This is an optimization exercise on Yosys and OpenROAD, whose aim is small area, a short achievable clock period and few clock cycles, not a production implementation.
Only simulation tests tie the RTL to the original design; equivalence was not proved.
Power figures rest on the tool's default switching activity, not on a simulated workload.

== v6 ==
Design bf_top, start of the top module:
module bf_top (
	input logic clk,
	input logic clr,
	input logic wb_cyc,
	input logic wb_stb,
	input logic wb_we,
	input bf_pkg::wb_adr_t wb_adr,
	input bf_pkg::wb_dat_t wb_dat_w,
	output bf_pkg::wb_dat_t wb_dat_r,
	output logic wb_ack
);
	localparam logic [6:0] INF = 7'd127;
	localparam logic [3:0] WAIT_MAX = 4'd13;  
	function automatic logic [31:0] prefix_or(input logic [31:0] x);
		logic [31:0] p;
		p = x;
		for (int s = 1; s < 32; s = s * 2)
			p = p | (p << s);
		prefix_or = p;
	endfunction
	function automatic logic [4:0] first_set(input logic [31:0] x);
		logic [31:0] oh;
		oh = x & ~(prefix_or(x) << 1);
		for (int b = 0; b < 5; b++) begin
			first_set[b] = 1'b0;
			for (int i = 0; i < 32; i++)
				if (((i >> b) & 1) == 1) first_set[b] = first_set[b] | oh[i];
		end
	endfunction
	function automatic logic [4:0] next_set(input logic [31:0] x, input logic [31:0] gt);
		logic [31:0] hi;
		hi = x & gt;
		next_set = (|hi) ? first_set(hi) : first_set(x);
	endfunction
	bf_pkg::edge_word_t edge_mem [bf_pkg::EDGE_DEPTH];
	bf_pkg::dist_t dist_mem [bf_pkg::NODE_COUNT];
	bf_pkg::node_t pred_mem [bf_pkg::NODE_COUNT];
	logic busy;
	logic init;  
	logic ph;  
	logic run_done;
	logic path_ready;
	logic walking;
	logic erd;  
	bf_pkg::node_t ra;
	logic [3:0] wcnt;
  ...
Settings: LEC_CHECK=0, ABC_AREA=1, CAP_MARGIN=20, CORE_MARGIN=2, CORE_UTILIZATION=40, SETUP_SLACK_MARGIN=2.75, SLEW_MARGIN=20; clock period 6.0 ns.
run.sh (not shown) runs the stock make flow with config.mk's settings and CLKGATE_MAP_FILE= SYNTH_SCRIPT=/design/flow/synth_recipe.tcl, a recipe that flattens the netlist after the stock synthesis.
Testbench counts of v6, summed over its fixed seeds: cycles 8,755.
The inputs of v7 differ from those of v6 as listed below.
diff --git a/flow/design.v b/flow/design.v
--- a/flow/design.v
+++ b/flow/design.v
@@ -102,42 +102,43 @@
 	logic src_go, dst_go, ewr, eload, pread;
 	assign src_go = pend && wb_we && a_src && !busy;
 	assign dst_go = pend && wb_we && a_dst && run_done;
 	assign ewr = pend && wb_we && a_edge;
 	assign eload = pend && !wb_we && a_edge && !erd;
 	assign pread = pend && !wb_we && a_path && !walking;
 	logic [31:0] valid, match;
+	bf_pkg::node_t mnode;
 	logic [31:0] nz, valid_q;
 	always_comb begin
 		for (int k = 0; k < 32; k++)
 			nz[k] = |edge_mem[k];
 		valid = ~prefix_or(~nz);
+		mnode = init ? source : e_v;
 		for (int k = 0; k < 32; k++)
-			match[k] = valid_q[k] && (edge_mem[k][bf_pkg::EDGE_FROM_LSB +: 5] == e_v);
+			match[k] = valid_q[k] && (edge_mem[k][bf_pkg::EDGE_FROM_LSB +: 5] == mnode);
 	end
 	bf_pkg::dist_t du, dv;
 	logic r_go, s_go, upd;
 	logic [31:0] gt, d0, d1;
 	bf_pkg::node_t esel;
 	bf_pkg::edge_word_t ew;
-	logic z0q, z1q;  
+	logic z0, z1;
 	assign du = dist_mem[e_u];
 	assign dv = dist_mem[e_v];
 	assign r_go = busy && !init && ph;
 	assign s_go = busy && !init && !ph && !erd;
 	assign upd = s_go && (sumq < {1'b0, dvq});
 	always_comb begin
 		for (int k = 0; k < 32; k++)
-			gt[k] = !init && (5'(k) > cur);
+			gt[k] = 5'(k) > cur;
 		d0 = dirty;
-		d1 = (init ? '0 : dirty) | match;
-	end
-	bf_pkg::node_t pe0, pe1;
-	assign pe0 = next_set(d0, gt);
-	assign pe1 = next_set(d1, gt);
+		d1 = dirty | match;
+	end
+	assign z0 = d0 == '0;
+	assign z1 = d1 == '0;
 	assign esel = upd ? pe1q : (erd ? ra : pe0q);
 	assign ew = edge_mem[esel];
 	bf_pkg::node_t n1;
 	logic stop, wfin;
 	bf_pkg::plen_t plen_now;
 	assign n1 = pred_mem[e_u];
 	assign stop = (e_u == source) || (pi == 6'd0 && du == INF) || (pi == 6'd31);
@@ -154,32 +155,31 @@
 			2'd0: cp_sel = dest;
 			2'd1: cp_sel = cp8;
 			2'd2: cp_sel = cp16;
 			default: cp_sel = cp24;
 		endcase
 	end
 	assign p_jump = (pi > {1'b0, pk}) || (pi < {1'b0, pblk});
-	logic ack_now, rfin;
-	assign rfin = s_go && (upd ? z1q : z0q);
+	logic ack_now;
 	bf_pkg::wb_dat_t rdat;
 	always_comb begin
 		ack_now = 1'b0;
 		rdat = '0;
 		if (pend) begin
 			if (wb_we) begin
 				ack_now = 1'b1;
 			end else if (a_edge) begin
 				ack_now = erd;
 				rdat = {2'b00, ew};
 			end else if (a_path) begin
 				ack_now = walking || p_hit;
 				rdat = {1'b0, du, 3'b000, e_u};
 			end else if (a_stat) begin
-				ack_now = ((!busy || rfin) && (!walking || wfin)) || wcnt == WAIT_MAX;
-				rdat = {2'b00, plen_now, 5'b00000, path_ready || wfin, run_done || rfin, busy && !rfin};
+				ack_now = (!busy && (!walking || wfin)) || wcnt == WAIT_MAX;
+				rdat = {2'b00, plen_now, 5'b00000, path_ready || wfin, run_done, busy};
 			end else begin
 				ack_now = 1'b1;
 			end
 		end
 	end
 	always_ff @(posedge clk or posedge clr) begin
 		if (clr) begin
@@ -212,15 +212,15 @@
 					busy <= 1'b0;
 					run_done <= 1'b1;
 				end
 			end else if (r_go) begin
 				ph <= 1'b0;
 			end else if (s_go) begin
 				ph <= 1'b1;
-				if (rfin) begin
+				if (upd ? z1 : z0) begin
 					busy <= 1'b0;
 					run_done <= 1'b1;
 				end
 			end
 			if (dst_go) begin
 				walking <= 1'b1;
 				path_ready <= 1'b0;
@@ -250,35 +250,30 @@
 		if (ewq)
 			edge_mem[ewa] <= ewd;
 		if (eload)
 			ra <= wb_adr[4:0];
 		if (src_go)
 			source <= wb_dat_w[4:0];
 		if (init) begin
-			pe0q <= pe1;
+			pe0q <= first_set(match);
 			sumq <= 8'hff;
-			z0q <= 1'b0;
 		end else if (r_go) begin
-			z0q <= d0 == '0;
-			z1q <= d1 == '0;
-			pe0q <= pe0;
-			pe1q <= pe1;
+			pe0q <= next_set(d0, gt);
+			pe1q <= next_set(d1, gt);
 			sumq <= {1'b0, du} + {4'b0000, e_w};
 			dvq <= dv;
 		end
 		if (init) begin
 			dirty <= match;
 		end else if (s_go) begin
 			dirty <= (upd ? d1 : d0) & ~(32'd1 << esel);
 			cur <= esel;
 		end
 		if (s_go) begin
 			{e_w, e_u, e_v} <= ew;
-		end else if (src_go) begin
-			e_v <= wb_dat_w[4:0];
 		end else if (dst_go) begin
 			e_u <= wb_dat_w[4:0];
 		end else if (walking) begin
 			e_u <= stop ? dest : n1;
 		end else if (pread) begin
 			e_u <= (p_hit || !p_jump) ? n1 : cp_sel;
 		end
### Flow results
| total power | lower: v6 |
On v7: static power due to leakage is about 7% higher than what v6 gave.
Post-detailed-route via-to-cell ratio shrinks slightly when moving from v6 to v7.
| clock-buffer cell count | lower: v6 |
v7: post-route clock period utilization lower than v6
Measured against each other, v7 and v6 differ in final cell utilization of the core, the higher figure coming from v7.
Per the comparison of v7 with v6, time the worst path needs with I/O delays and setup decreased 18 ps; number of vias after detailed routing increased 2147; final weighted congestion in routability-driven placement decreased 1.0%; number of antenna violations at the first check in global routing decreased 2.
Testbench counts of v7, summed over its fixed seeds: cycles 8,804.

## re-timing with driven ports
The flow's constraints put no driver on any port. The routed layouts listed below were extracted and timed again, unchanged, in two steps.
Step 1, drivers: a clkbuf_16 drives clk and a buf_2 each remaining input, both assumed.
Step 2, shift: input delay + t, output delay - t, t = (earliest + latest rising clock arrival at the registers) / 2. This alone moves slack from input paths to output paths.
Slacks: ideal / step 1 / step 2; pairs: ideal / step 1.
| run | shift t [ns] | setup slack, ns | worst hold slack (ns) | latest minus earliest clock arrival (ns) | worst data-port slew with drivers (ns) |
|---|---|---|---|---|---|
| v6 | 0.821 | 2.602 / 2.602 / 2.032 | 0.455 / 0.455 / 0.455 | 0.061 / 0.060 | 0.05 |
| v7 | 0.832 | 2.621 / 2.621 / 2.072 | 0.494 / 0.494 / 0.494 | 0.067 / 0.068 | 0.05 |
After both steps every run listed still meets setup and hold. The setup slack of v6, which loses most, moves by 0.000 ns with the drivers and by -0.570 ns with both steps.
